From an optimization exercise on the open Yosys and OpenROAD flow, aimed at small area, a short achievable clock period and few clock cycles; shortcuts taken in it are not production practice.
Function was checked by simulation only, so behaviour that the tests miss may differ from the original.

File: flow/config.mk
export PLATFORM = sky130hd
export DESIGN_NAME = arc_odometry_integrator_core
export DESIGN_NICKNAME = arc_odometry_integrator_core
export VERILOG_FILES = /design/flow/design.v
export SDC_FILE = /design/flow/constraint.sdc
export NUM_CORES = 4
export LEC_CHECK = 0
export CAP_MARGIN = 20
export CORE_MARGIN = 2
export CORE_UTILIZATION = 55
export PLACE_DENSITY = 0.7
export SETUP_SLACK_MARGIN = 0.4
export SLEW_MARGIN = 20
File: flow/constraint.sdc
create_clock -name core_clock -period 10.0 [get_ports {aclk}]
set_input_delay 2.0000 -clock core_clock [delete_from_list [all_inputs] [get_ports {aclk}]]
set_output_delay 2.0000 -clock core_clock [all_outputs]
set_load 0.01 [all_outputs]
File: flow/design.v
package arcodo_pkg;
    typedef enum logic [2:0] {
        PH_IDLE = 3'd0,
        PH_S1   = 3'd1,    
        PH_M    = 3'd2,    
        PH_K    = 3'd3,    
        PH_Q0   = 3'd4,    
        PH_Q1   = 3'd5,    
        PH_V0   = 3'd6,    
        PH_D0   = 3'd7     
    } ph_t;
    function automatic logic [63:0] horner_k(input logic [2:0] k);
        logic [63:0] c;
        case (k)
            3'd1:    c = 64'h0004_cb4c_3fff_ffff;
            3'd2:    c = 64'h0051_9af2_afff_ffff;
            3'd3:    c = 64'h0295_779d_efff_ffff;
            3'd4:    c = 64'h0648_7ed6_1fff_ffff;
            default: c = 64'd0;
        endcase
        horner_k = c;
    endfunction
    localparam logic [31:0] TURN_PER_RAD_Q16 = 32'd683565276;
    localparam logic [31:0] SIN_TOP_COEF     = 32'd172273;
    localparam logic [30:0] ONE_Q30          = 31'h4000_0000;
    function automatic logic [31:0] sin_coef(input logic [2:0] k);
        logic [31:0] c;
        case (k)
            3'd1:    c = 32'd5026995;
            3'd2:    c = 32'd85569306;
            3'd3:    c = 32'd693598670;
            3'd4:    c = 32'd1686629713;
            default: c = 32'd0;
        endcase
        sin_coef = c;
    endfunction
endpackage
module arc_odometry_integrator_core #(
    parameter int ANGLE_BITS = 16
) (
    input  logic               aclk,
    input  logic               aresetn,
    input  logic               cfg_valid,
    output logic               cfg_ready,
    input  logic [31:0]        cfg_data,
    input  logic               s_valid,
    output logic               s_ready,
    input  logic signed [15:0] s_pulse_count,
    input  logic signed [23:0] s_yaw_rate,
    input  logic [15:0]        s_elapsed_time,
    output logic               m_valid,
    input  logic               m_ready,
    output logic signed [31:0] m_pos_x,
    output logic signed [31:0] m_pos_y,
    output logic [15:0]        m_heading,
    output logic signed [31:0] m_vel_x,
    output logic signed [31:0] m_vel_y
);
    localparam int U0_V   = 0;
    localparam int U0_SQ  = 1;
    localparam int U0_H1  = 2;
    localparam int U0_HK  = 3;
    localparam int U0_H5  = 4;
    localparam int U0_VXL = 5;
    localparam int U0_VXH = 6;
    localparam int U0_AXL = 7;
    localparam int U0_AXH = 8;
    localparam int U0_DXL = 9;
    localparam int U0_DXH = 10;
    localparam int U0_N   = 11;
    localparam int U1_X   = 0;
    localparam int U1_WL  = 1;
    localparam int U1_WH  = 2;
    localparam int U1_H1  = 3;
    localparam int U1_HK  = 4;
    localparam int U1_H5  = 5;
    localparam int U1_VYL = 6;
    localparam int U1_VYH = 7;
    localparam int U1_AYL = 8;
    localparam int U1_AYH = 9;
    localparam int U1_DYL = 10;
    localparam int U1_DYH = 11;
    localparam int U1_SQ  = 12;
    localparam int U1_N   = 13;
    arcodo_pkg::ph_t ph, ph_n;
    logic [2:0]  st, st_n;
    logic        hh, hh_n;     
    logic        wdone, wdone_n;
    logic [U0_N-1:0] sel0;
    logic [U1_N-1:0] sel1;
    logic [31:0] spp_reg;
    logic [15:0] hf_reg;       
    logic        miss_reg;     
    logic        cur;
    logic [1:0]  ps_s, pc_s;
    logic [1:0][30:0] ps_m, pc_m;
    logic        sa_s, ca_s, sb_s, cb_s;
    logic [30:0] sa_m, ca_m, sb_m, cb_m;
    logic        pneg_reg;
    logic [23:0] wm_reg;
    logic        wneg_reg;
    logic        arc_reg;
    logic [15:0] t_reg;
    logic [46:0] v_reg;
    logic        vh_nz;
    logic [15:0] a1_reg;
    logic        rb_reg;
    logic [60:0] w_reg;
    logic [46:0] vxm_reg, vym_reg;
    logic [15:0] p0_lo, p1_lo;      
    logic [15:0] hnext;
    logic        dxs_reg, dys_reg;
    typedef enum logic [1:0] {B_IDLE, B_DIV, B_FIN} bst_t;
    bst_t        bst;
    logic [2:0]  bcnt;
    logic [23:0] remx, remy, dd_reg;
    logic [25:0] d3_reg;
    logic [31:0] shx, shy;
    logic [5:0]  ntopx, ntopy;
    logic        ovfx, ovfy, negx, negy;
    logic [31:0] velx_h, vely_h;
    logic [15:0] hb_reg;
    logic signed [31:0] posx_reg, posy_reg, outvx_reg, outvy_reg;
    logic [15:0]        outh_reg;
    logic               m_valid_reg;
    assign hnext = a1_reg + {15'd0, rb_reg};
    assign sa_s = cur ? ps_s[1] : ps_s[0];
    assign sa_m = cur ? ps_m[1] : ps_m[0];
    assign ca_s = cur ? pc_s[1] : pc_s[0];
    assign ca_m = cur ? pc_m[1] : pc_m[0];
    assign sb_s = cur ? ps_s[0] : ps_s[1];
    assign sb_m = cur ? ps_m[0] : ps_m[1];
    assign cb_s = cur ? pc_s[0] : pc_s[1];
    assign cb_m = cur ? pc_m[0] : pc_m[1];
    logic is_m, is_k, wop;
    assign is_m = (ph == arcodo_pkg::PH_M);
    assign is_k = (ph == arcodo_pkg::PH_K);
    assign wop  = (is_m || is_k) && (st == 3'd0) && (is_m ? arc_reg : !wdone);
    logic wh_nz, vxh_nz, vyh_nz;
    assign wh_nz  = |w_reg[60:32];
    assign vxh_nz = |vxm_reg[46:32];
    assign vyh_nz = |vym_reg[46:32];
    logic need_hi;
    always_comb begin
        case (ph)
            arcodo_pkg::PH_M, arcodo_pkg::PH_K: need_hi = wop & vh_nz;
            arcodo_pkg::PH_Q0: need_hi = vh_nz;
            arcodo_pkg::PH_V0: need_hi = vh_nz && (st == 3'd1);
            arcodo_pkg::PH_Q1: need_hi = wh_nz;
            arcodo_pkg::PH_D0: need_hi = vxh_nz | vyh_nz;
            default: need_hi = 1'b0;
        endcase
    end
    logic step_last;    
    assign step_last = hh | ~need_hi;
    logic fin_step, out_free, back_free, commit;
    assign fin_step  = ((ph == arcodo_pkg::PH_Q1) || (ph == arcodo_pkg::PH_D0)) && step_last;
    assign out_free  = !m_valid_reg || m_ready;
    assign back_free = (bst == B_IDLE) || ((bst == B_FIN) && out_free);
    assign commit    = fin_step && back_free;
    logic accept;
    assign s_ready = (ph == arcodo_pkg::PH_IDLE) || commit;
    assign accept  = s_valid && s_ready;
    always_comb begin
        ph_n    = ph;
        st_n    = st;
        hh_n    = hh;
        wdone_n = wdone;
        case (ph)
            arcodo_pkg::PH_IDLE: begin
                if (s_valid) ph_n = arcodo_pkg::PH_S1;
            end
            arcodo_pkg::PH_S1: begin
                st_n    = 3'd0;
                hh_n    = 1'b0;
                wdone_n = 1'b0;
                if (miss_reg) begin
                    ph_n = arcodo_pkg::PH_M;
                end else if (arc_reg) begin
                    ph_n = arcodo_pkg::PH_K;
                end else begin
                    ph_n = arcodo_pkg::PH_V0;
                    st_n = 3'd1;
                end
            end
            arcodo_pkg::PH_M, arcodo_pkg::PH_K: begin
                if (!step_last) begin
                    hh_n = 1'b1;
                end else begin
                    hh_n = 1'b0;
                    if (wop) wdone_n = 1'b1;
                    if (st == 3'd5) begin
                        st_n = 3'd0;
                        if (is_k)         ph_n = arcodo_pkg::PH_Q0;
                        else if (arc_reg) ph_n = arcodo_pkg::PH_K;
                        else              ph_n = arcodo_pkg::PH_V0;
                    end else begin
                        st_n = st + 3'd1;
                    end
                end
            end
            arcodo_pkg::PH_Q0: begin
                if (!step_last) begin
                    hh_n = 1'b1;
                end else begin
                    hh_n = 1'b0;
                    ph_n = arcodo_pkg::PH_Q1;
                end
            end
            arcodo_pkg::PH_V0: begin
                if (st == 3'd0) begin
                    st_n = 3'd1;    
                end else if (!step_last) begin
                    hh_n = 1'b1;
                end else begin
                    hh_n = 1'b0;
                    st_n = 3'd0;
                    ph_n = arcodo_pkg::PH_D0;
                end
            end
            default: begin
                if (!step_last) begin
                    hh_n = 1'b1;
                end else if (commit) begin
                    hh_n = 1'b0;
                    ph_n = s_valid ? arcodo_pkg::PH_S1 : arcodo_pkg::PH_IDLE;
                end
            end
        endcase
    end
    logic [U0_N-1:0] sel0_n;
    logic [U1_N-1:0] sel1_n;
    logic            wop_n;
    always_comb begin
        sel0_n = '0;
        sel1_n = '0;
        wop_n  = (st_n == 3'd0) &&
                 ((ph_n == arcodo_pkg::PH_M) ? arc_reg : ((ph_n == arcodo_pkg::PH_K) && !wdone_n));
        case (ph_n)
            arcodo_pkg::PH_S1: begin
                sel0_n[U0_V] = 1'b1;
                sel1_n[U1_X] = 1'b1;
            end
            arcodo_pkg::PH_M, arcodo_pkg::PH_K: begin
                case (st_n)
                    3'd0: begin
                        sel0_n[U0_SQ] = 1'b1;
                        sel1_n[U1_WL] = wop_n && !hh_n;
                        sel1_n[U1_WH] = wop_n && hh_n;
                    end
                    3'd1: begin
                        sel0_n[U0_H1] = 1'b1;
                        sel1_n[U1_H1] = 1'b1;
                    end
                    3'd5: begin
                        sel0_n[U0_H5] = 1'b1;
                        sel1_n[U1_H5] = 1'b1;
                    end
                    default: begin
                        sel0_n[U0_HK] = 1'b1;
                        sel1_n[U1_HK] = 1'b1;
                    end
                endcase
            end
            arcodo_pkg::PH_Q0: begin
                sel0_n[U0_VXL] = !hh_n;
                sel0_n[U0_VXH] = hh_n;
                sel1_n[U1_VYL] = !hh_n;
                sel1_n[U1_VYH] = hh_n;
            end
            arcodo_pkg::PH_V0: begin
                sel0_n[U0_VXL] = (st_n == 3'd1) && !hh_n;
                sel0_n[U0_VXH] = (st_n == 3'd1) && hh_n;
                sel1_n[U1_VYL] = (st_n == 3'd1) && !hh_n;
                sel1_n[U1_VYH] = (st_n == 3'd1) && hh_n;
            end
            arcodo_pkg::PH_Q1: begin
                sel0_n[U0_AXL] = !hh_n;
                sel0_n[U0_AXH] = hh_n;
                sel1_n[U1_AYL] = !hh_n;
                sel1_n[U1_AYH] = hh_n;
            end
            arcodo_pkg::PH_D0: begin
                sel0_n[U0_DXL] = !hh_n;
                sel0_n[U0_DXH] = hh_n;
                sel1_n[U1_DYL] = !hh_n;
                sel1_n[U1_DYH] = hh_n;
            end
            default: ;
        endcase
    end
    logic [15:0] ang;
    logic [13:0] am;
    logic [14:0] i_s, i_c;
    logic [13:0] n_s, n_c;
    assign ang = is_m ? hf_reg : a1_reg;
    assign am  = ang[13:0];
    assign i_s = ang[14] ? (15'd16384 - {1'b0, am}) : {1'b0, am};
    assign i_c = ang[14] ? {1'b0, am} : (15'd16384 - {1'b0, am});
    assign n_s = ang[14] ? ~am : am;
    assign n_c = ang[14] ? am : ~am;
    logic [63:0] p0, p1;
    logic [63:0] uk0, uk1, ur0, ur1;
    logic        hs0, hs1;
    logic [31:0] oa0, ob0, oa1, ob1;
    logic [31:0] or0, or1;
    logic [14:0] or0h, or0h_n;
    logic [31:0] oa0_n, ob0_n, oa1_n, ob1_n;
    logic [31:0] or0_n, or1_n;
    assign hs0 = sel0[U0_H1] | sel0[U0_HK];
    assign hs1 = sel1[U1_H1] | sel1[U1_HK];
    assign ur0 = hs0 ? {~oa0, oa0} : {17'd0, or0h, or0};
    assign ur1 = hs1 ? {~oa1, oa1} : {32'd0, or1};
    logic [31:0] alo0, ahi0;
    assign alo0 = {sel0[U0_SQ] ? 16'd0 : oa0[31:16], oa0[15:0]};
    assign ahi0 = {oa0[31:16], sel0[U0_SQ] ? 16'd0 : oa0[15:0]};
    always_comb begin
        p0 = ur0 + uk0;
        for (int j = 0; j < 32; j++) begin
            p0 = p0 + ({32'd0, {32{ob0[j]}} & ((j < 16) ? alo0 : ahi0)} << j);
        end
    end
    assign p1 = {32'd0, oa1} * {32'd0, ob1} + ur1 + uk1;
    logic [30:0] sn0, sn1;
    assign sn0 = (p0[45] | p0[44]) ? arcodo_pkg::ONE_Q30 : p0[44:14];
    assign sn1 = (p1[45] | p1[44]) ? arcodo_pkg::ONE_Q30 : p1[44:14];
    logic [15:0] hf_cur;
    logic [23:0] wm_in;
    logic [31:0] addx_n;
    assign hf_cur = commit ? hnext : hf_reg;
    assign wm_in  = s_yaw_rate[23] ? 24'(-s_yaw_rate) : 24'(s_yaw_rate);
    assign addx_n = s_yaw_rate[23] ? ({hf_cur - wm_in[15:0], 16'd0} + {8'd0, wm_in})
                                   : {hf_cur, 16'd0};
    function automatic logic [32:0] sm_diff(input logic us, input logic [30:0] um,
                                            input logic vs, input logic [30:0] vm);
        logic [31:0] sum, dif, adif;
        sum  = {1'b0, um} + {1'b0, vm};
        dif  = {1'b0, um} - {1'b0, vm};
        adif = dif[31] ? 32'(-dif) : dif;
        sm_diff = (us == vs) ? {us ^ dif[31], adif} : {us, sum};
    endfunction
    logic [32:0] dxd, dyd;
    assign dxd = sm_diff(sb_s, sb_m, sa_s, sa_m);
    assign dyd = sm_diff(ca_s, ca_m, cb_s, cb_m);
    logic [61:0] nx, ny;
    assign nx = hh ? {p0[59:0], p0_lo[15:14]} : {28'd0, p0[63:30]};
    assign ny = hh ? {p1[59:0], p1_lo[15:14]} : {28'd0, p1[63:30]};
    logic [31:0] dsx, dsy;
    logic        dsx_ovf, dsy_ovf;
    assign dsx     = hh ? {p0[15:0], p0_lo} : p0[47:16];
    assign dsy     = hh ? {p1[15:0], p1_lo} : p1[47:16];
    assign dsx_ovf = hh && (|p0[30:16]);
    assign dsy_ovf = hh && (|p1[30:16]);
    function automatic logic [31:0] sat_mag(input logic [46:0] mag, input logic neg);
        logic [31:0] r;
        if (!neg) begin
            r = (|mag[46:31]) ? 32'h7FFF_FFFF : mag[31:0];
        end else begin
            r = (|mag[46:32] || (mag[31] && |mag[30:0])) ? 32'h8000_0000 : 32'(-mag[31:0]);
        end
        sat_mag = r;
    endfunction
    logic [31:0] spp_n, dxm_n, dym_n;
    logic [15:0] pm_in, t_n, hf_n, a1_n, ang_n;
    logic [23:0] wm_n;
    logic        wneg_n;
    logic [28:0] i2s_n, i2c_n;
    logic [46:0] v_n, vxm_n, vym_n;
    logic [60:0] w_n;
    logic [13:0] am_n, n_s_n, n_c_n;
    assign pm_in   = s_pulse_count[15] ? 16'(-s_pulse_count) : 16'(s_pulse_count);
    assign spp_n   = cfg_valid ? cfg_data : spp_reg;
    assign wm_n    = accept ? wm_in : wm_reg;
    assign t_n     = accept ? s_elapsed_time : t_reg;
    assign wneg_n  = accept ? s_yaw_rate[23] : wneg_reg;
    assign hf_n    = commit ? hnext : hf_reg;
    assign a1_n    = sel1[U1_X] ? p1[31:16] : a1_reg;
    assign i2s_n   = sel0[U0_SQ] ? p0[28:0] : oa0[28:0];
    assign i2c_n   = sel0[U0_SQ] ? p0[60:32] : oa1[28:0];
    assign v_n     = sel0[U0_V] ? p0[46:0] : v_reg;
    always_comb begin
        w_n = w_reg;
        if (sel1[U1_WL]) w_n = {13'd0, p1[63:16]};
        if (sel1[U1_WH]) w_n = {p1[44:0], w_reg[15:0]};
        vxm_n = vxm_reg;
        if (sel0[U0_VXL]) vxm_n = {13'd0, p0[63:30]};
        if (sel0[U0_VXH]) vxm_n = {p0[44:0], vxm_reg[1:0]};
        vym_n = vym_reg;
        if (sel1[U1_VYL]) vym_n = {13'd0, p1[63:30]};
        if (sel1[U1_VYH]) vym_n = {p1[44:0], vym_reg[1:0]};
        dxm_n = ob0;
        dym_n = ob1;
        if (ph == arcodo_pkg::PH_Q0) begin
            dxm_n = dxd[31:0];
            dym_n = dyd[31:0];
        end
    end
    assign ang_n = (ph_n == arcodo_pkg::PH_M) ? hf_n : a1_n;
    assign am_n  = ang_n[13:0];
    assign n_s_n = ang_n[14] ? ~am_n : am_n;
    assign n_c_n = ang_n[14] ? am_n : ~am_n;
    logic [13:0] ns_x, nc_x;       
    assign ns_x = p1[30] ? ~p1[29:16] : p1[29:16];
    assign nc_x = p1[30] ? p1[29:16] : ~p1[29:16];
    logic        sqx;              
    assign sqx = sel1[U1_X] && (ph_n == arcodo_pkg::PH_K);
    always_comb begin
        oa0_n = ({32{sel0_n[U0_V]}}                                 & spp_n)
              | ({32{sel0_n[U0_SQ] & !sqx}}                         & {2'd0, n_c_n, 2'd0, n_s_n})
              | ({32{sel0_n[U0_SQ] & sqx}}                          & {2'd0, nc_x, 2'd0, ns_x})
              | ({32{(sel0_n[U0_H1] | sel0_n[U0_HK]) & !sel0[U0_SQ]}} & {3'd0, oa0[28:0]})
              | ({32{(sel0_n[U0_H1] | sel0_n[U0_HK]) & sel0[U0_SQ]}}  & {3'd0, p0[28:0]})
              | ({32{sel0_n[U0_H5]}}                                & {17'd0, i_s})
              | ({32{sel0_n[U0_VXL] & !sel0[U0_V]}}                 & v_reg[31:0])
              | ({32{sel0_n[U0_VXL] & sel0[U0_V]}}                  & p0[31:0])
              | ({32{sel0_n[U0_VXH] & !sel0[U0_V]}}                 & {17'd0, v_reg[46:32]})
              | ({32{sel0_n[U0_VXH] & sel0[U0_V]}}                  & {17'd0, p0[46:32]})
              | ({32{sel0_n[U0_AXL]}}                               & w_reg[31:0])
              | ({32{sel0_n[U0_AXH]}}                               & {3'd0, w_reg[60:32]})
              | ({32{sel0_n[U0_DXL] & sel0[U0_VXL]}}                & p0[61:30])
              | ({32{sel0_n[U0_DXL] & sel0[U0_VXH]}}                & {p0[29:0], vxm_reg[1:0]})
              | ({32{sel0_n[U0_DXL] & !sel0[U0_VXL] & !sel0[U0_VXH]}} & vxm_reg[31:0])
              | ({32{sel0_n[U0_DXH]}}                               & {17'd0, vxm_reg[46:32]});
        ob0_n = ({32{sel0_n[U0_V]}}                                 & {16'd0, pm_in})
              | ({32{sel0_n[U0_SQ] & !sqx}}                         & {2'd0, n_c_n, 2'd0, n_s_n})
              | ({32{sel0_n[U0_SQ] & sqx}}                          & {2'd0, nc_x, 2'd0, ns_x})
              | ({32{sel0_n[U0_H1]}}                                & ~arcodo_pkg::SIN_TOP_COEF)
              | ({32{sel0_n[U0_HK]}}                                & ~p0[59:28])
              | ({32{sel0_n[U0_H5]}}                                & p0[59:28])
              | ({32{sel0_n[U0_VXL] | sel0_n[U0_VXH]}}              & {1'b0, ca_m})
              | ({32{sel0_n[U0_AXL] | sel0_n[U0_AXH]}}              & dxm_n)
              | ({32{sel0_n[U0_DXL] | sel0_n[U0_DXH]}}              & {16'd0, t_reg});
        or0_n = ({32{sel0_n[U0_SQ] & ang_n[14]}}                    & {17'd0, n_s_n, 1'b1})
              | ({32{(sel0_n[U0_VXH] | sel0_n[U0_AXH] | sel0_n[U0_DXH]) &
                     (sel0[U0_VXL] | sel0[U0_AXL] | sel0[U0_DXL])}}  & p0[63:32])
              | ({32{(sel0_n[U0_VXH] | sel0_n[U0_AXH] | sel0_n[U0_DXH]) &
                     !(sel0[U0_VXL] | sel0[U0_AXL] | sel0[U0_DXL])}} & or0);
    end
    always_comb begin
        oa1_n = ({32{sel1_n[U1_X]}}                                 & {8'd0, wm_n})
              | ({32{sel1_n[U1_WL] & !sel0[U0_V]}}                  & v_reg[31:0])
              | ({32{sel1_n[U1_WL] & sel0[U0_V]}}                   & p0[31:0])
              | ({32{sel1_n[U1_WH] & !sel0[U0_V]}}                  & {17'd0, v_reg[46:32]})
              | ({32{sel1_n[U1_WH] & sel0[U0_V]}}                   & {17'd0, p0[46:32]})
              | ({32{(sel1_n[U1_H1] | sel1_n[U1_HK]) & !sel0[U0_SQ]}} & {3'd0, oa1[28:0]})
              | ({32{(sel1_n[U1_H1] | sel1_n[U1_HK]) & sel0[U0_SQ]}}  & {3'd0, p0[60:32]})
              | ({32{sel1_n[U1_H5]}}                                & {17'd0, i_c})
              | ({32{sel1_n[U1_VYL] & !sel0[U0_V]}}                 & v_reg[31:0])
              | ({32{sel1_n[U1_VYL] & sel0[U0_V]}}                  & p0[31:0])
              | ({32{sel1_n[U1_VYH] & !sel0[U0_V]}}                 & {17'd0, v_reg[46:32]})
              | ({32{sel1_n[U1_VYH] & sel0[U0_V]}}                  & {17'd0, p0[46:32]})
              | ({32{sel1_n[U1_AYL]}}                               & w_reg[31:0])
              | ({32{sel1_n[U1_AYH]}}                               & {3'd0, w_reg[60:32]})
              | ({32{sel1_n[U1_DYL] & sel1[U1_VYL]}}                & p1[61:30])
              | ({32{sel1_n[U1_DYL] & sel1[U1_VYH]}}                & {p1[29:0], vym_reg[1:0]})
              | ({32{sel1_n[U1_DYL] & !sel1[U1_VYL] & !sel1[U1_VYH]}} & vym_reg[31:0])
              | ({32{sel1_n[U1_DYH]}}                               & {17'd0, vym_reg[46:32]});
        ob1_n = ({32{sel1_n[U1_X]}}                                 & {16'd0, wneg_n ? ~t_n : t_n})
              | ({32{sel1_n[U1_WL] | sel1_n[U1_WH]}}                & arcodo_pkg::TURN_PER_RAD_Q16)
              | ({32{sel1_n[U1_H1]}}                                & ~arcodo_pkg::SIN_TOP_COEF)
              | ({32{sel1_n[U1_HK]}}                                & ~p1[59:28])
              | ({32{sel1_n[U1_H5]}}                                & p1[59:28])
              | ({32{sel1_n[U1_VYL] | sel1_n[U1_VYH]}}              & {1'b0, sa_m})
              | ({32{sel1_n[U1_AYL] | sel1_n[U1_AYH]}}              & dym_n)
              | ({32{sel1_n[U1_DYL] | sel1_n[U1_DYH]}}              & {16'd0, t_reg});
        or1_n = ({32{sel1_n[U1_X]}}                                 & addx_n)
              | ({32{(sel1_n[U1_WH] | sel1_n[U1_VYH] | sel1_n[U1_AYH] | sel1_n[U1_DYH]) &
                     (sel1[U1_WL] | sel1[U1_VYL] | sel1[U1_AYL] | sel1[U1_DYL])}}  & p1[63:32])
              | ({32{(sel1_n[U1_WH] | sel1_n[U1_VYH] | sel1_n[U1_AYH] | sel1_n[U1_DYH]) &
                     !(sel1[U1_WL] | sel1[U1_VYL] | sel1[U1_AYL] | sel1[U1_DYL])}} & or1);
    end
    always_ff @(posedge aclk) begin
        if (!aresetn) begin
            ph       <= arcodo_pkg::PH_IDLE;
            st       <= 3'd0;
            hh       <= 1'b0;
            wdone    <= 1'b0;
            sel0     <= '0;
            sel1     <= '0;
            spp_reg  <= 32'd0;
            hf_reg   <= 16'd0;
            miss_reg <= 1'b0;
            cur      <= 1'b0;
            ps_s[0]  <= 1'b0;
            ps_m[0]  <= 31'd0;
            pc_s[0]  <= 1'b0;
            pc_m[0]  <= arcodo_pkg::ONE_Q30;
        end else begin
            spp_reg <= spp_n;
            ph      <= ph_n;
            st      <= st_n;
            hh      <= hh_n;
            wdone   <= wdone_n;
            sel0    <= sel0_n;
            sel1    <= sel1_n;
            hf_reg  <= hf_n;
            if (is_m && sel0[U0_H5]) begin
                miss_reg <= 1'b0;
            end
            for (int k = 0; k < 2; k++) begin
                if (sel0[U0_H5] && (is_m == (cur == k[0]))) begin
                    ps_s[k] <= ang[15];
                    ps_m[k] <= sn0;
                    pc_s[k] <= ang[15] ^ ang[14];
                    pc_m[k] <= sn1;
                end
            end
            if (commit && ph == arcodo_pkg::PH_Q1) begin
                miss_reg <= rb_reg;
                cur      <= ~cur;
            end
        end
    end
    always_ff @(posedge aclk) begin
        oa0 <= oa0_n;
        ob0 <= ob0_n;
        uk0 <= {64{sel0_n[U0_H1] | sel0_n[U0_HK]}} & arcodo_pkg::horner_k(st_n);
        uk1 <= {64{sel1_n[U1_H1] | sel1_n[U1_HK]}} & arcodo_pkg::horner_k(st_n);
        or0 <= or0_n;
        or0h <= {15{sel0_n[U0_SQ] & !ang_n[14]}} & {n_c_n, 1'b1};
        oa1 <= oa1_n;
        ob1 <= ob1_n;
        or1 <= or1_n;
        wm_reg   <= wm_n;
        t_reg    <= t_n;
        wneg_reg <= wneg_n;
        a1_reg   <= a1_n;
        v_reg    <= v_n;
        w_reg    <= w_n;
        vxm_reg  <= vxm_n;
        vym_reg  <= vym_n;
        if (sel0[U0_AXL] | sel0[U0_DXL]) p0_lo <= p0[31:16];
        if (sel1[U1_AYL] | sel1[U1_DYL]) p1_lo <= p1[31:16];
        if (accept) begin
            pneg_reg <= s_pulse_count[15];
            arc_reg  <= (s_yaw_rate != 24'sd0);
        end
        if (sel0[U0_V]) begin
            vh_nz <= |p0[46:32];
        end
        if (sel1[U1_X]) begin
            rb_reg <= p1[15];
        end
        if (ph == arcodo_pkg::PH_Q0) begin
            dxs_reg <= dxd[32];
            dys_reg <= dyd[32];
        end
    end
    logic [23:0] rx1, rx2, ry1, ry2;
    logic [1:0]  gx1, gx2, gy1, gy2;
    function automatic logic [25:0] dstep4(input logic [23:0] r, input logic [1:0] b,
                                           input logic [23:0] d, input logic [25:0] d3);
        logic [26:0] s1, s2, s3;
        logic [1:0]  q;
        logic [23:0] rn;
        s1 = {1'b0, r, b} - {3'b000, d};
        s2 = {1'b0, r, b} - {2'b00, d, 1'b0};
        s3 = {1'b0, r, b} - {1'b0, d3};
        if (!s3[26]) begin
            q = 2'd3; rn = s3[23:0];
        end else if (!s2[26]) begin
            q = 2'd2; rn = s2[23:0];
        end else if (!s1[26]) begin
            q = 2'd1; rn = s1[23:0];
        end else begin
            q = 2'd0; rn = {r[21:0], b};
        end
        dstep4 = {q, rn};
    endfunction
    assign {gx1, rx1} = dstep4(remx, shx[31:30], dd_reg, d3_reg);
    assign {gx2, rx2} = dstep4(rx1,  shx[29:28], dd_reg, d3_reg);
    assign {gy1, ry1} = dstep4(remy, shy[31:30], dd_reg, d3_reg);
    assign {gy2, ry2} = dstep4(ry1,  shy[29:28], dd_reg, d3_reg);
    function automatic logic signed [31:0] pos_step(input logic signed [31:0] pos,
                                                    input logic [31:0] q, input logic ovf,
                                                    input logic neg);
        logic signed [34:0] d, s;
        logic signed [31:0] r;
        d = ovf ? 35'sh1_0000_0000 : {3'b000, q};
        if (neg) d = -d;
        s = 35'(pos) + d;
        if (s > 35'sd2147483647) begin
            r = 32'sh7FFF_FFFF;
        end else if (s < -35'sd2147483648) begin
            r = 32'sh8000_0000;
        end else begin
            r = s[31:0];
        end
        pos_step = r;
    endfunction
    always_ff @(posedge aclk) begin
        if (!aresetn) begin
            bst         <= B_IDLE;
            bcnt        <= 3'd0;
            m_valid_reg <= 1'b0;
            posx_reg    <= 32'sd0;
            posy_reg    <= 32'sd0;
            outh_reg    <= 16'd0;
        end else begin
            if (m_valid_reg && m_ready) begin
                m_valid_reg <= 1'b0;
            end
            case (bst)
                B_DIV: begin
                    bcnt <= bcnt + 3'd1;
                    if (bcnt == 3'd7) begin
                        bst <= B_FIN;
                    end
                end
                B_FIN: begin
                    if (out_free) begin
                        m_valid_reg <= 1'b1;
                        posx_reg    <= pos_step(posx_reg, shx, ovfx, negx);
                        posy_reg    <= pos_step(posy_reg, shy, ovfy, negy);
                        outh_reg    <= hb_reg;
                        bst         <= B_IDLE;
                    end
                end
                default: ;
            endcase
            if (commit) begin
                bcnt <= 3'd0;
                bst  <= (ph == arcodo_pkg::PH_Q1) ? B_DIV : B_FIN;
            end
        end
    end
    always_ff @(posedge aclk) begin
        if (bst == B_DIV) begin
            remx <= rx2;
            remy <= ry2;
            shx  <= {shx[27:0], gx1, gx2};
            shy  <= {shy[27:0], gy1, gy2};
            if (bcnt == 3'd0) begin
                ovfx <= ({ntopx, remx} >= {6'd0, dd_reg});
                ovfy <= ({ntopy, remy} >= {6'd0, dd_reg});
            end
        end
        if (bst == B_FIN && out_free) begin
            outvx_reg <= velx_h;
            outvy_reg <= vely_h;
        end
        if (commit) begin
            hb_reg <= hnext;
            velx_h <= sat_mag(vxm_reg, pneg_reg ^ ca_s);
            vely_h <= sat_mag(vym_reg, pneg_reg ^ sa_s);
            if (ph == arcodo_pkg::PH_Q1) begin
                dd_reg <= wm_reg;
                d3_reg <= {2'b00, wm_reg} + {1'b0, wm_reg, 1'b0};
                remx   <= nx[55:32];
                shx    <= nx[31:0];
                ntopx  <= nx[61:56];
                remy   <= ny[55:32];
                shy    <= ny[31:0];
                ntopy  <= ny[61:56];
                negx   <= pneg_reg ^ dxs_reg ^ wneg_reg;
                negy   <= pneg_reg ^ dys_reg ^ wneg_reg;
            end else begin
                shx  <= dsx;
                shy  <= dsy;
                ovfx <= dsx_ovf;
                ovfy <= dsy_ovf;
                negx <= pneg_reg ^ ca_s;
                negy <= pneg_reg ^ sa_s;
            end
        end
    end
    assign cfg_ready = 1'b1;
    assign m_valid   = m_valid_reg;
    assign m_pos_x   = posx_reg;
    assign m_pos_y   = posy_reg;
    assign m_heading = outh_reg;
    assign m_vel_x   = outvx_reg;
    assign m_vel_y   = outvy_reg;
endmodule
File: flow/run.sh
#!/bin/bash
# synth_recipe.tcl (not shown) runs the flow's synth.tcl, then flattens the netlist and writes it again
# the make line also repeats each setting of config.mk as NAME=value (left out here)
make -C /OpenROAD-flow-scripts/flow DESIGN_CONFIG=/design/flow/config.mk WORK_HOME=/design/flow/orfs CLKGATE_MAP_FILE= SYNTH_SCRIPT=/design/flow/synth_recipe.tcl finish
==> impl_metrics.tcl, run 1 <==
set metrics [dict create \
    status "complete, no violations" \
    hp-class "flop to flop" \
    fin_crit_ns 9.63 \
    cp.arrival_ns 10.33 \
    path_clk_slew_ns 0.06 \
    clock_sinks 1122 \
    slowest_stage "or2_2" \
    holdPathStages 0 \
    initial_core_util_pct 55.2 \
    rr_worst_depth 30 \
    drc 0 \
    r2r_start "sel1[4]$_SDFF_PN0_" \
    cts_buffers 146 \
    syn-instance-count 17600 \
    grt_pass1_vias 135000 \
    syn_avg_cell_area_um2 8.74 \
    synthToLayoutAreaGrowth_pct 10.7 \
    setup_viol 0 \
    clock_latency_ns 0.92 \
    n_fill_cell 24300 \
    place_area_mm2 0.165 \
    crit_buf_inv 6 \
    synth_cell_types 96 \
    path_max_fanout 20 \
    drt-total-wl_um 708000 \
    drive_above_1_share_pct 8.62 \
    finalHoldViolations 0 \
    viasPerCell 6.51 \
    skew_ns 0.105 \
    cts_root_buffer "clkbuf_16" \
    dp_hpwl_um 561000 \
    grt_setup_unrepaired "true" \
    cts_max_path_buffers 4 \
    vias 142000 \
    synth_flop_cell "edfxtp_1" \
    antenna_found_initial 111 \
    hold_end "outvy_reg[30]$_DFFE_PP_" \
    fp.dieW_um 533 \
    ys_seq_elements 1122 \
    dp_slack_ns -0.0585 \
    grt_overflow 0 \
    seq_area_frac_synth_pct 18.3 \
    die_h_um 533 \
    synth-edff-count 576 \
    max_slew_margin_pct 6.97 \
    start_kind "flop" \
    fin_crit_sh_pct 96.3 \
    grt.total_usage_pct 49.0 \
    ant_nets 0 \
    path_class "flop to flop" \
    ff2ff_setup_slack_ns 0.37 \
    yosysTopAreaCell "fa_1" \
    ios 240 \
    io_buffers 238 \
    place.gp.congestion 1.13 \
    cp.required_ns 10.70 \
    final_nets 21000 \
    synth.area.top_cells "fa_1 27%, edfxtp_1 11%, ha_1 8.9%" \
    end_kind "flop" \
    hp-start "vely_h[30]$_DFFE_PP_" \
    firstDrtPassIters 10 \
    synthArstFlopShare_pct 0 \
    cp.depth 30 \
    worst_pin_slew_ns 1.36 \
    yosysTopAreaCellShare_pct 26.7 \
    stdcell_area_mm2 0.171 \
    grt_pass1_wl_um 993000 \
    synth_area_mm2 0.154 \
    fp-row-count 194 \
    cp_top_family "adder cells" \
    r2r-end "oa0[12]$_DFF_P_" \
    slowest_delay_ns 0.61 \
    drv_cap 0 \
    cpMostUsedCell "fa_1" \
    htree_levels 4 \
    fmax_mhz 104 \
    grt_max_degree 89 \
    core_mm2 0.279 \
    syn_nets 20900 \
    ys_warn_count 1 \
    layout_setup_ws_ns 0.375 \
    layout_commonest_cell "nand2_1" \
    final_cell_mix "2,740 x nand2_1, 2,393 x inv_1, 2,053 x fa_1" \
    drt_iter0_markers 19100 \
    wl_per_cell_um 32.5 \
    die-area_mm2 0.284 \
    cts_tree "yes" \
    drv_slew 0 \
]
-- per-stage QoR --
stage	utilization, %	hold slack [ns]	setup TNS [ns]	instances
3_3_place_gp	59.1	0.400	0	21400
2_1_floorplan	-	0.400	0	17600
4_1_cts	60.8	0.394	0	21600
5_1_grt	61.0	0.412	0	21700
3_5_place_dp	59.1	0.405	-0.0585	21400
6_report	61.1	0.395	0	21800
-- area by class of cell --
type / instances / area (µm²) / share of cell area [%]
well taps: 3724 / 4660 / 2.73
multi-input cells: 13100 / 114000 / 67.1
repair buffers: 1026 / 9000 / 5.28
inverters: 2407 / 9050 / 5.31
flip-flops and latches: 1122 / 28300 / 16.6
clock buffers: 196 / 4040 / 2.37
diodes: 125 / 313 / 0.183
clock inverters: 69 / 722 / 0.423
-- synthesized netlist by cell type, types with 36 or more instances --
| master | instances |
|---|---|
| mux2_2 | 149 |
| a211oi_1 | 125 |
| nor4_1 | 57 |
| inv_1 | 2399 |
| nand2_1 | 2746 |
| xor2_1 | 248 |
| and3_1 | 62 |
| nand2b_1 | 129 |
| clkbuf_1 | 922 |
| ha_1 | 1095 |
| nand3_1 | 139 |
| o21bai_1 | 98 |
| and2_1 | 670 |
| o311ai_0 | 44 |
| dfxtp_1 | 546 |
| a21o_1 | 246 |
| a221oi_1 | 100 |
| o31ai_1 | 76 |
| nor3_1 | 216 |
| fa_1 | 2053 |
| or4_1 | 36 |
| xnor2_1 | 481 |
| o21a_1 | 138 |
| edfxtp_1 | 576 |
| nor2_1 | 856 |
| a21oi_1 | 854 |
| or3_1 | 96 |
| buf_1 | 64 |
| a22o_1 | 104 |
| nor2b_1 | 171 |
| a22oi_1 | 106 |
| or2_2 | 47 |
| o22ai_1 | 96 |
| o21ai_0 | 739 |
| o211ai_1 | 118 |
| o221ai_1 | 45 |
| nand4_1 | 58 |
| mux2i_1 | 250 |
| a31oi_1 | 92 |
-- metal layers --
metal / track usage, % / up-vias / wire length, µm
met5: 0.300 / - / 786
met4: 32.6 / 66 / 59500
met3: 19.4 / 2525 / 103000
met2: 67.9 / 10300 / 282000
met1: 62.9 / 70000 / 262000
li1: - / 58800 / -
-- cell families after synthesis --
family / after synthesis / share of synthesized area [%]
and+or+nand+nor: 5386 / 15.9
AOI/OAI and AO/OA: 3404 / 14.5
buffers and inverters: 3399 / 8.31
adders and majority gates: 3148 / 35.6
DFF: 1122 / 18.3
xor gates and xnor gates: 729 / 4.14
muxes: 432 / 3.20
other: 1 / 0.00243
-- worst max path at each step --
stage                       endpoint                from
2_1_floorplan  pc_m[19]$_SDFFE_PN0P_     uk1[41]$_DFF_P_
5_1_grt              oa0[12]$_DFF_P_  sel0[1]$_SDFF_PN0_
4_1_cts              oa0[12]$_DFF_P_  sel0[1]$_SDFF_PN0_
3_3_place_gp         ob0[28]$_DFF_P_     oa0[13]$_DFF_P_
3_5_place_dp         ob0[28]$_DFF_P_  sel0[1]$_SDFF_PN0_
6_report             oa0[12]$_DFF_P_  sel1[4]$_SDFF_PN0_
-- worst reg2reg max path, delay by kind of cell (launching register included) --
family	cells	cell delay [ns]
fa+ha+maj	9	4.26
compound gates	9	2.08
simple gates	4	1.30
buf+inv	6	0.69
flops	1	0.57
mux	1	0.32
xor+xnor	1	0.24
-- timing repair --
action,in CTS,in global routing
endpoints found under the hold margin,0,0
buffers inserted,1,8
gates resized for setup,16,81
setup endpoints to repair,57,195
pin swaps,2,9
hold buffers,0,0
cloned,0,3
Testbench counts, summed over its fixed seeds: cycles 4,019.
==> run 2, diff against run 1 <==
--- a/flow/config.mk
+++ b/flow/config.mk
@@ -7,7 +7,8 @@
 export LEC_CHECK = 0
-export CAP_MARGIN = 20
+export CAP_MARGIN = 10
 export CORE_MARGIN = 2
 export CORE_UTILIZATION = 55
+export CTS_BUF_LIST = sky130_fd_sc_hd__clkbuf_8
 export PLACE_DENSITY = 0.7
 export SETUP_SLACK_MARGIN = 0.4
-export SLEW_MARGIN = 20
+export SLEW_MARGIN = 10
==> run 2 against run 1 <==
The layout now fails its checks (capacitance limit, slew limit). Final area down 0.27%. Routed wire length about the same. Critical path depth decreased by 3. Worst hold slack better by 0.019 ns. Die area stayed put. Utilization is 0.17 points lower. Cell count up 0.45%. Worst setup slack worse by 0.047 ns. Synthesized area stayed put. Global-route usage rose by 0.057 points. Flip-flop and latch count stayed put. Sequential share of layout area barely moved. Largest cell class unchanged.
==> impl_metrics.tcl, run 2 <==
set metrics [dict create \
    status "complete, but fails checks" \
    so_faults "capacitance limit, slew limit" \
    final_util_pct 61.0 \
    wl_met3_um 105000 \
    fmax_mhz 103 \
    slowest_stage "nor2_2" \
    yosysTopAreaCellShare_pct 26.7 \
    clock_latency_ns 1.13 \
    synthMuxAreaShare_pct 3.20 \
    synth_top_family_by_area "adder cells" \
    worst_pin_slew_ns 1.66 \
    die_h_um 533 \
    crit_buf_inv 1 \
    wl_met2_um 284000 \
    clock_sinks 1122 \
    die-area_mm2 0.284 \
    synth_xor_area_share_pct 4.14 \
    synth-simple-area-share_pct 15.9 \
    crit_path_start "sel1[3]$_SDFF_PN0_" \
    initial_core_util_pct 55.2 \
    cts_max_path_buffers 4 \
    cpMostUsedCell "fa_1" \
    rr_worst_depth 27 \
    cts_root_buffer "clkbuf_8" \
    io_buffers 238 \
    grt_pass1_wl_um 994000 \
    slowest_delay_ns 0.71 \
    fp-row-count 194 \
    layout_commonest_cell "nand2_1" \
    highest_layer "met5" \
    grt_overflow 0 \
    cp.depth 27 \
    synth_most_common_cell "nand2_1" \
    cp.arrival_ns 10.45 \
    synthToLayoutAreaGrowth_pct 10.4 \
    grt.total_usage_pct 49.0 \
    cp.required_ns 10.77 \
    netlist_top_cells_count "2,746 x nand2_1, 2,399 x inv_1, 2,053 x fa_1, 1,095 x ha_1, 922 x clkbuf_1" \
    ff2ff_setup_slack_ns 0.33 \
    final_nets 21100 \
    stdcell_area_mm2 0.170 \
    synth-edff-count 576 \
    grt_setup_unrepaired "true" \
    drv_cap 4 \
    firstDrtPassIters 13 \
    drc 0 \
    end_kind "flop" \
    ios 240 \
    synth_cell_types 96 \
    yosysTopAreaCell "fa_1" \
    seq_area_frac_synth_pct 18.3 \
    max_slew_margin_pct -10.8 \
    synth_area_mm2 0.154 \
    grt_pass1_vias 136000 \
    fin_crit_sh_pct 96.7 \
    drt_iter0_markers 19200 \
    path_clk_slew_ns 0.06 \
    synthArstFlopShare_pct 0 \
    drv_slew 14 \
    cp_top_family "adder cells" \
    hp-class "flop to flop" \
    syn-instance-count 17600 \
    syn_nets 20900 \
    final_cell_mix "2,740 x nand2_1, 2,475 x inv_1, 2,053 x fa_1" \
    drive_above_1_share_pct 8.94 \
    cts_buffers 216 \
    vias 141000 \
    viasPerCell 6.47 \
    drt-total-wl_um 708000 \
    synth-compound-area-share_pct 14.5 \
    path_class "flop to flop" \
    place_area_mm2 0.165 \
    ys_seq_elements 1122 \
    start_kind "flop" \
    synth_fa_ha_area_share_pct 35.6 \
    path_max_fanout 12 \
    antenna_found_initial 114 \
    fin_crit_ns 9.67 \
    r2r_start "sel1[3]$_SDFF_PN0_" \
    dp_hpwl_um 561000 \
    synth_flop_cell "edfxtp_1" \
    syn_avg_cell_area_um2 8.74 \
    synth.area.top_cells "fa_1 27%, edfxtp_1 11%, ha_1 8.9%" \
    holdWs_ns 0.413 \
    place.gp.congestion 1.13 \
    cts_tree "yes" \
    finalHoldViolations 0 \
    htree_levels 4 \
    core_mm2 0.279 \
    critPathCapture "oa0[18]$_DFF_P_" \
    met1Wirelength_um 261000 \
    r2r-end "oa0[18]$_DFF_P_" \
    grt_max_degree 89 \
    ant_nets 0 \
    fp.dieW_um 533 \
    skew_ns 0.147 \
    ys_warn_count 1 \
    setup_viol 0 \
    wl_per_cell_um 32.4 \
]
run 2: per-layer routing:
layer | up-vias | track usage, %
met5 | - | 0.949
met4 | 64 | 31.9
met3 | 2344 | 20.5
met2 | 10000 | 68.1
met1 | 70100 | 62.4
li1 | 58900 | -
run 2: through the flow:
| step | cells | worst slack [ns] | setup TNS (ns) |
|---|---|---|---|
| detailed placement | 21400 | -0.0559 | -0.0559 |
| finish | 21900 | 0.328 | 0 |
| global placement | 21400 | 0.111 | 0 |
| global route | 21800 | 0.205 | 0 |
| CTS | 21800 | 0.414 | 0 |
| floorplan | 17600 | 0.393 | 0 |
run 2: repair_timing:
action	CTS	global route
setup endpoints to repair	58	173
cloned	0	3
hold endpoints to repair	0	0
gates resized for setup	20	64
pin swaps	2	9
buffers inserted	1	6
hold buffers	0	0
run 2: worst register-to-register path, delay by kind of cell (launching register included):
kind	cells	cell delay [ns]
XOR/XNOR	1	0.18
flip-flops	1	0.40
AO/OA/AOI/OAI	10	2.99
adder cells (fa/ha/maj)	9	4.04
buffers and inverters	1	0.25
AND/OR/NAND/NOR	6	1.49
run 2: area by class of cell:
cell class / instances / area, µm²
repair buffers: 1025 / 8970
flip-flops and latches: 1122 / 28300
diodes: 90 / 225
inverters: 2407 / 9050
multi-input cells: 13100 / 114000
well taps: 3724 / 4660
clock inverters: 144 / 1020
fillers: 24600 / 109000
clock buffers: 256 / 3520
run 2: cells by family after synthesis:
group                      Yosys count
AOI/OAI and AO/OA                 3404
xor gates and xnor gates           729
adders and majority gates         3148
buffers and inverters             3399
DFF                               1122
muxes                              432
other                                1
and+or+nand+nor                   5386
run 2: how the worst min path moves through the flow:
stage	start	endpoint	slack (ns)	depth (start not counted)
2_1_floorplan	velx_h[0]$_DFFE_PP_	outvx_reg[0]$_DFFE_PP_	0.40	0
3_3_place_gp	velx_h[3]$_DFFE_PP_	outvx_reg[3]$_DFFE_PP_	0.40	0
3_5_place_dp	velx_h[10]$_DFFE_PP_	outvx_reg[10]$_DFFE_PP_	0.40	0
4_1_cts	velx_h[0]$_DFFE_PP_	outvx_reg[0]$_DFFE_PP_	0.41	0
5_1_grt	vely_h[0]$_DFFE_PP_	outvy_reg[0]$_DFFE_PP_	0.42	0
6_report	velx_h[0]$_DFFE_PP_	outvx_reg[0]$_DFFE_PP_	0.41	0
==> run 3, diff against run 2 <==
--- a/flow/design.v
+++ b/flow/design.v
@@ -122,2 +122,9 @@
     logic [15:0] hb_reg;
+    logic        sbv, sfirst;      
+    logic [31:0] s_qx, s_qy, s_velx, s_vely;
+    logic        s_ovfx, s_ovfy, s_negx, s_negy;
+    logic [15:0] s_hb;
+    logic        fin_main, fin_side, main_free, to_side, to_main;
+    logic [31:0] f_qx, f_qy;
+    logic        f_ovfx, f_ovfy, f_negx, f_negy;
     logic signed [31:0] posx_reg, posy_reg, outvx_reg, outvy_reg;
@@ -158,3 +165,14 @@
     assign out_free  = !m_valid_reg || m_ready;
-    assign back_free = (bst == B_IDLE) || ((bst == B_FIN) && out_free);
+    assign fin_main  = (bst == B_FIN) && !(sbv && sfirst) && out_free;
+    assign fin_side  = sbv && sfirst && out_free;
+    assign main_free = (bst == B_IDLE) || fin_main;
+    assign back_free = main_free || ((ph == arcodo_pkg::PH_D0) && !sbv);
+    assign to_side   = commit && !main_free;
+    assign to_main   = commit && main_free;
+    assign f_qx   = sfirst ? s_qx : shx;
+    assign f_qy   = sfirst ? s_qy : shy;
+    assign f_ovfx = sfirst ? s_ovfx : ovfx;
+    assign f_ovfy = sfirst ? s_ovfy : ovfy;
+    assign f_negx = sfirst ? s_negx : negx;
+    assign f_negy = sfirst ? s_negy : negy;
     assign commit    = fin_step && back_free;
@@ -594,2 +612,4 @@
             bcnt        <= 3'd0;
+            sbv         <= 1'b0;
+            sfirst      <= 1'b0;
             m_valid_reg <= 1'b0;
@@ -610,8 +630,4 @@
                 B_FIN: begin
-                    if (out_free) begin
-                        m_valid_reg <= 1'b1;
-                        posx_reg    <= pos_step(posx_reg, shx, ovfx, negx);
-                        posy_reg    <= pos_step(posy_reg, shy, ovfy, negy);
-                        outh_reg    <= hb_reg;
-                        bst         <= B_IDLE;
+                    if (fin_main) begin
+                        bst <= B_IDLE;
                     end
@@ -620,3 +636,20 @@
             endcase
-            if (commit) begin
+            if (fin_main || fin_side) begin
+                m_valid_reg <= 1'b1;
+                posx_reg    <= pos_step(posx_reg, f_qx, f_ovfx, f_negx);
+                posy_reg    <= pos_step(posy_reg, f_qy, f_ovfy, f_negy);
+                outh_reg    <= sfirst ? s_hb : hb_reg;
+            end
+            if (fin_main && sbv) begin
+                sfirst <= 1'b1;
+            end
+            if (fin_side) begin
+                sbv    <= 1'b0;
+                sfirst <= 1'b0;
+            end
+            if (to_side) begin
+                sbv    <= 1'b1;
+                sfirst <= 1'b0;
+            end
+            if (to_main) begin
                 bcnt <= 3'd0;
@@ -637,7 +670,18 @@
         end
-        if (bst == B_FIN && out_free) begin
-            outvx_reg <= velx_h;
-            outvy_reg <= vely_h;
+        if (fin_main || fin_side) begin
+            outvx_reg <= sfirst ? s_velx : velx_h;
+            outvy_reg <= sfirst ? s_vely : vely_h;
+        end
+        if (to_side) begin
+            s_hb   <= hnext;
+            s_velx <= sat_mag(vxm_reg, pneg_reg ^ ca_s);
+            s_vely <= sat_mag(vym_reg, pneg_reg ^ sa_s);
+            s_qx   <= dsx;
+            s_qy   <= dsy;
+            s_ovfx <= dsx_ovf;
+            s_ovfy <= dsy_ovf;
+            s_negx <= pneg_reg ^ ca_s;
+            s_negy <= pneg_reg ^ sa_s;
         end
-        if (commit) begin
+        if (to_main) begin
             hb_reg <= hnext;
--- a/flow/config.mk
+++ b/flow/config.mk
@@ -7,8 +7,7 @@
 export LEC_CHECK = 0
-export CAP_MARGIN = 10
+export CAP_MARGIN = 20
 export CORE_MARGIN = 2
 export CORE_UTILIZATION = 55
-export CTS_BUF_LIST = sky130_fd_sc_hd__clkbuf_8
 export PLACE_DENSITY = 0.7
-export SETUP_SLACK_MARGIN = 0.4
-export SLEW_MARGIN = 10
+export SETUP_SLACK_MARGIN = 0.5
+export SLEW_MARGIN = 20
==> run 3 against run 2 <==
The run now finishes clean. Critical path type unchanged. Routed wire length down 3.6%. Clock skew down 0.049 ns. First-iteration DRC count up 3.5%.
==> impl_metrics.tcl, run 3 <==
set metrics [dict create \
    skew_ns 0.0982 \
    seq_area_frac_synth_pct 20.4 \
    hold_buffers 0 \
    fin_crit_sh_pct 94.2 \
    cts_tree "yes" \
    clock_sinks 1272 \
    grt_pass1_vias 136000 \
    place_area_mm2 0.171 \
    core_mm2 0.290 \
    synth_area_mm2 0.160 \
    grt_setup_unrepaired "true" \
    viasPerCell 6.39 \
    place.gp.congestion 1.11 \
    firstDrtPassIters 8 \
    r2r_start "oa1[28]$_DFF_P_" \
    synth-compound-area-share_pct 14.0 \
    fmax_mhz 106 \
    hp-class "flop to flop" \
    crit_path_start "oa1[28]$_DFF_P_" \
    holdPathStages 2 \
    grt_pass1_wl_um 972000 \
    io_buffers 238 \
    synth-simple-area-share_pct 15.6 \
    finalHoldViolations 0 \
    grt_max_degree 136 \
    syn-instance-count 18100 \
    drv_slew 0 \
    ys_seq_elements 1272 \
    ant_nets 0 \
    layout_commonest_cell "nand2_1" \
    die-area_mm2 0.295 \
    yosysTopAreaCell "fa_1" \
    final_nets 21500 \
    synth_most_common_cell "nand2_1" \
    start_kind "flop" \
    cts_max_path_buffers 3 \
    stdcell_area_mm2 0.177 \
    path_clk_slew_ns 0.06 \
    wl_per_cell_um 30.5 \
    drc 0 \
    clock_latency_ns 0.89 \
    synth.area.top_cells "fa_1 26%, edfxtp_1 14%, ha_1 8.6%" \
    syn_avg_cell_area_um2 8.84 \
    end_kind "flop" \
    fin_crit_ns 9.42 \
    cp.arrival_ns 10.09 \
    syn_nets 21300 \
    synth_top_family_by_area "adder cells" \
    synth_xor_area_share_pct 4.24 \
    synth-edff-count 724 \
    synth_fa_ha_area_share_pct 34.3 \
    synth_cell_types 89 \
    final_cell_count_no_fill 22400 \
    drv_cap 0 \
    drt-total-wl_um 682000 \
    grt.total_usage_pct 45.9 \
    ys_warn_count 1 \
    path_max_fanout 8 \
    cts_buffers 149 \
    status "complete, no violations" \
    vias 143000 \
    slowest_delay_ns 1.03 \
    fp.dieW_um 543 \
    htree_levels 4 \
    final_cell_mix "2,793 x nand2_1, 2,391 x inv_1, 2,053 x fa_1" \
    grt_overflow 0 \
    worst_pin_slew_ns 1.33 \
    cts_root_buffer "clkbuf_16" \
    die_h_um 543 \
    yosysTopAreaCellShare_pct 25.7 \
    synthMuxAreaShare_pct 3.42 \
    synth_flop_cell "edfxtp_1" \
    netlist_top_cells_count "2,795 x nand2_1, 2,398 x inv_1, 2,053 x fa_1, 1,095 x ha_1, 937 x clkbuf_1" \
    ios 240 \
    cp.required_ns 10.67 \
    fp-row-count 198 \
    initial_core_util_pct 55.1 \
    synthArstFlopShare_pct 0 \
    drt_iter0_markers 19900 \
    cpMostUsedCell "fa_1" \
    synthToLayoutAreaGrowth_pct 10.5 \
    hp-start "t_reg[11]$_DFF_P_" \
    antenna_found_initial 84 \
    final_util_pct 60.9 \
    dp_hpwl_um 542000 \
    max_slew_margin_pct 10.9 \
    drive_above_1_share_pct 8.49 \
    slowest_stage "dfxtp_1" \
    place_inst 22000 \
    rr_worst_depth 28 \
    path_class "flop to flop" \
    setup_tns_ns 0 \
    setup_viol 0 \
]
## run 3: layout make-up
type,instances,area (µm²)
fill,25400,113000
clock buffer,209,4220
sequential,1272,32800
timing repair buffer,1051,9130
multi-input combinational,13400,116000
tap,3900,4880
inverter,2405,9040
antenna,75,188
clock inverter,68,851
## run 3: path summary, 6_finish.rpt
kind,end,slack [ns]
worst min register to register,t_reg[11]$_DFF_P_,0.45
worst max-delay path,shy[30]$_DFFE_PP_,0.58
worst min-delay path,t_reg[11]$_DFF_P_,0.45
worst max register to register,shy[30]$_DFFE_PP_,0.58
## run 3: kinds of logic (layout without fill, tap and decap cells)
kind of cell / count (synthesis) / after routing
compound gates: 3462 / 3462
xor+xnor: 775 / 775
fa+ha+maj: 3148 / 3148
buf+inv: 3417 / 3733
flops: 1272 / 1272
mux: 522 / 522
other cells: 1 / 76
simple gates: 5504 / 5505
## run 3: what timing repair did
item                                    4_1_cts  5_1_grt
endpoints found under the hold margin         0        0
gates resized for setup                      20       91
pin swaps                                     2        7
buffers inserted                              1       11
endpoints found under the setup margin       89      260
cloned                                        0        1
## run 3: metal layers
layer  global-route usage [%]  wire, µm
met5                   0.0325       310
met4                     33.5     61500
met3                     15.0     91100
met2                     65.2    280000
met1                     58.6    250000
## run 3: stage by stage
stage          hold WS [ns]  setup slack (ns)
2_1_floorplan         0.422             0.533
3_3_place_gp          0.432           -0.0962
3_5_place_dp          0.437            -0.235
4_1_cts               0.445             0.431
5_1_grt               0.460             0.472
6_report              0.446             0.577
## run 3: worst max-delay path, delay by kind of cell, from the launching register on
family,cells,cell delay [ns]
muxes,1,0.27
AOI/OAI and AO/OA,10,1.92
and+or+nand+nor,1,0.08
xor gates and xnor gates,1,0.78
DFF,1,1.03
buffers and inverters,6,0.71
adders and majority gates,9,4.40
Testbench counts of run 3, summed over its fixed seeds: cycles 3,797.
==> run 4, diff against run 3 <==
--- a/flow/config.mk
+++ b/flow/config.mk
@@ -11,3 +11,3 @@
 export PLACE_DENSITY = 0.7
-export SETUP_SLACK_MARGIN = 0.5
+export SETUP_SLACK_MARGIN = 0.4
 export SLEW_MARGIN = 20
==> run 4 against run 3 <==
Critical path type unchanged. Sequential share of layout area is 0.075 points higher. Routed wire length decreased by 1.3%. Clock skew about the same. Global-route usage decreased by 0.55 points. Utilization down 0.28 points. Highest routed layer unchanged.
==> impl_metrics.tcl, run 4 <==
set metrics [dict create \
    synthToLayoutAreaGrowth_pct 9.97 \
    ant_nets 0 \
    drt_iter0_markers 20200 \
    synth_area_mm2 0.160 \
    layout_commonest_cell "nand2_1" \
    grt_pass1_vias 137000 \
    place_area_mm2 0.170 \
    end_kind "flop" \
    initial_core_util_pct 55.1 \
    place.gp.congestion 1.11 \
    hp-class "flop to flop" \
    fin_crit_ns 9.66 \
    fp-row-count 198 \
    multiInputGateArea_mm2 0.116 \
    n_fill_cell 25600 \
    ys_warn_count 1 \
    fin_crit_sh_pct 96.6 \
    seqCellArea_mm2 0.0328 \
    drc 0 \
    synth-simple-area-share_pct 15.6 \
    grt_setup_unrepaired "true" \
    grt_pass1_wl_um 963000 \
    final_cell_mix "2,793 x nand2_1, 2,390 x inv_1, 2,053 x fa_1" \
    core_mm2 0.290 \
    netlist_top_cells_count "2,795 x nand2_1, 2,398 x inv_1, 2,053 x fa_1, 1,095 x ha_1, 937 x clkbuf_1" \
    synth_top_family_by_area "adder cells" \
    ios 240 \
    synth_flop_cell "edfxtp_1" \
    holdWs_ns 0.449 \
    die_h_um 543 \
    hold_buffers 0 \
    viasPerCell 6.41 \
    firstDrtPassIters 10 \
    syn_nets 21300 \
    cp.arrival_ns 10.36 \
    yosysTopAreaCellShare_pct 25.7 \
    grt.total_usage_pct 45.4 \
    grt_max_degree 144 \
    path_max_fanout 23 \
    path_clk_slew_ns 0.06 \
    vias 143000 \
    synth.area.top_cells "fa_1 26%, edfxtp_1 14%, ha_1 8.6%" \
    grt_overflow 0 \
    clock_sinks 1272 \
    syn-instance-count 18100 \
    final_nets 21400 \
    die-area_mm2 0.295 \
    drv_cap 0 \
    syn_avg_cell_area_um2 8.84 \
    setup_viol 0 \
    ys_seq_elements 1272 \
    setup_tns_ns 0 \
    synthArstFlopShare_pct 0 \
    synth_cell_types 89 \
    stdcell_area_mm2 0.176 \
    seq_area_frac_synth_pct 20.4 \
    max_slew_margin_pct 13.2 \
    start_kind "flop" \
    yosysTopAreaCell "fa_1" \
    worst_pin_slew_ns 1.29 \
    synthMuxAreaShare_pct 3.42 \
    fmax_mhz 103 \
    drive_above_1_share_pct 8.01 \
    drv_slew 0 \
    finalHoldViolations 0 \
    layout_setup_ws_ns 0.337 \
    io_buffers 238 \
    htree_levels 4 \
    cts_tree "yes" \
    drt-total-wl_um 674000 \
    dp_hpwl_um 531000 \
    dp_slack_ns -0.0546 \
    slowest_stage "xor2_1" \
    synth-edff-count 724 \
    synth_xor_area_share_pct 4.24 \
    path_class "flop to flop" \
    synth_fa_ha_area_share_pct 34.3 \
    final_util_pct 60.6 \
    slowest_delay_ns 0.70 \
    cts_root_buffer "clkbuf_16" \
    cts_buffers 148 \
    cts_max_path_buffers 3 \
    skew_ns 0.0985 \
    clock_latency_ns 0.89 \
    wl_per_cell_um 30.2 \
    synth-compound-area-share_pct 14.0 \
    cpMostUsedCell "fa_1" \
    cp.required_ns 10.69 \
    synth_most_common_cell "nand2_1" \
    fp.dieW_um 543 \
    antenna_found_initial 76 \
    status "complete, no violations" \
]
run 4: cell counts after synthesis:
No cell type changed its count.
run 4: cells by family after synthesis:
| group | after synthesis |
|---|---|
| AOI/OAI and AO/OA | 3462 |
| DFF | 1272 |
| and+or+nand+nor | 5504 |
| muxes | 522 |
| xor gates and xnor gates | 775 |
| adders and majority gates | 3148 |
| other | 1 |
| buffers and inverters | 3417 |
run 4: worst max-delay path, delay by kind of cell (launching register included):
family | cells | cell delay [ns]
buffers and inverters | 4 | 1.26
DFF | 1 | 0.38
AOI/OAI and AO/OA | 7 | 2.30
xor gates and xnor gates | 1 | 0.70
and+or+nand+nor | 4 | 0.84
adders and majority gates | 10 | 3.97
run 4: repair_timing:
item,CTS,global route
endpoints found under the setup margin,102,295
buffers inserted,0,2
gates resized for setup,17,67
pin swaps,1,2
run 4: final timing paths:
kind / startpoint / cells past startpoint / end / slack, ns
worst max-delay path: sel1[4]$_SDFF_PN0_ / 26 / ob0[0]$_DFF_P_ / 0.34
worst min-delay path: t_reg[11]$_DFF_P_ / 2 / t_reg[11]$_DFF_P_ / 0.45
worst max register to register: sel1[4]$_SDFF_PN0_ / 26 / ob0[0]$_DFF_P_ / 0.34
worst min register to register: t_reg[11]$_DFF_P_ / 2 / t_reg[11]$_DFF_P_ / 0.45
run 4: area by class of cell:
class	count	share of cell area, %
Clock inverter	94	0.646
Clock buffer	182	2.23
Antenna cell	62	0.0882
Multi-Input combinational cell	13400	65.7
Tap cell	3900	2.77
Sequential cell	1272	18.6
Timing Repair Buffer	961	4.80
Inverter	2405	5.14
run 4: metal layers:
layer | wire [µm] | track usage, % | vias to the layer above | share of wire [%]
met5 | 214 | 0 | - | 0.032
met4 | 66500 | 35.3 | 34 | 9.9
met3 | 92100 | 15.4 | 2407 | 14
met2 | 273000 | 64.1 | 9877 | 40
met1 | 242000 | 57.0 | 70300 | 36
li1 | - | - | 60200 | -
run 4: through the flow:
step                      std cells
final                         22300
after floorplan               18100
after detailed placement      21900
after CTS                     22200
after global routing          22200
after global placement        21900

port drivers added, routing unchanged:
Ports are ideal in the flow. The routed layouts listed here were re-timed in OpenROAD.
Step 1, drivers: a clkbuf_16 drives aclk and a buf_2 each remaining input, both assumed.
Step 2 moves the port delays by t, midway between the first and last clock arrival at a register: inputs arrive t later, outputs are due t later. That takes back most of the time a late clock gives input paths.
Slacks: no drivers / after step 1 / after step 2; pairs: no drivers / after step 1.
run	t, ns	setup WS [ns]	worst setup path at the end	latest minus earliest clock arrival (ns)	worst slew at a driven data input, ns
run 1	0.954	0.375 / 0.375 / 0.375	register to register	0.108 / 0.108	0.21
run 2	1.140	0.328 / 0.328 / 0.328	register to register	0.148 / 0.147	0.23
run 3	0.946	0.577 / 0.577 / 0.577	register to register	0.098 / 0.098	0.15
run 4	0.955	0.337 / 0.337 / 0.337	register to register	0.099 / 0.098	0.07
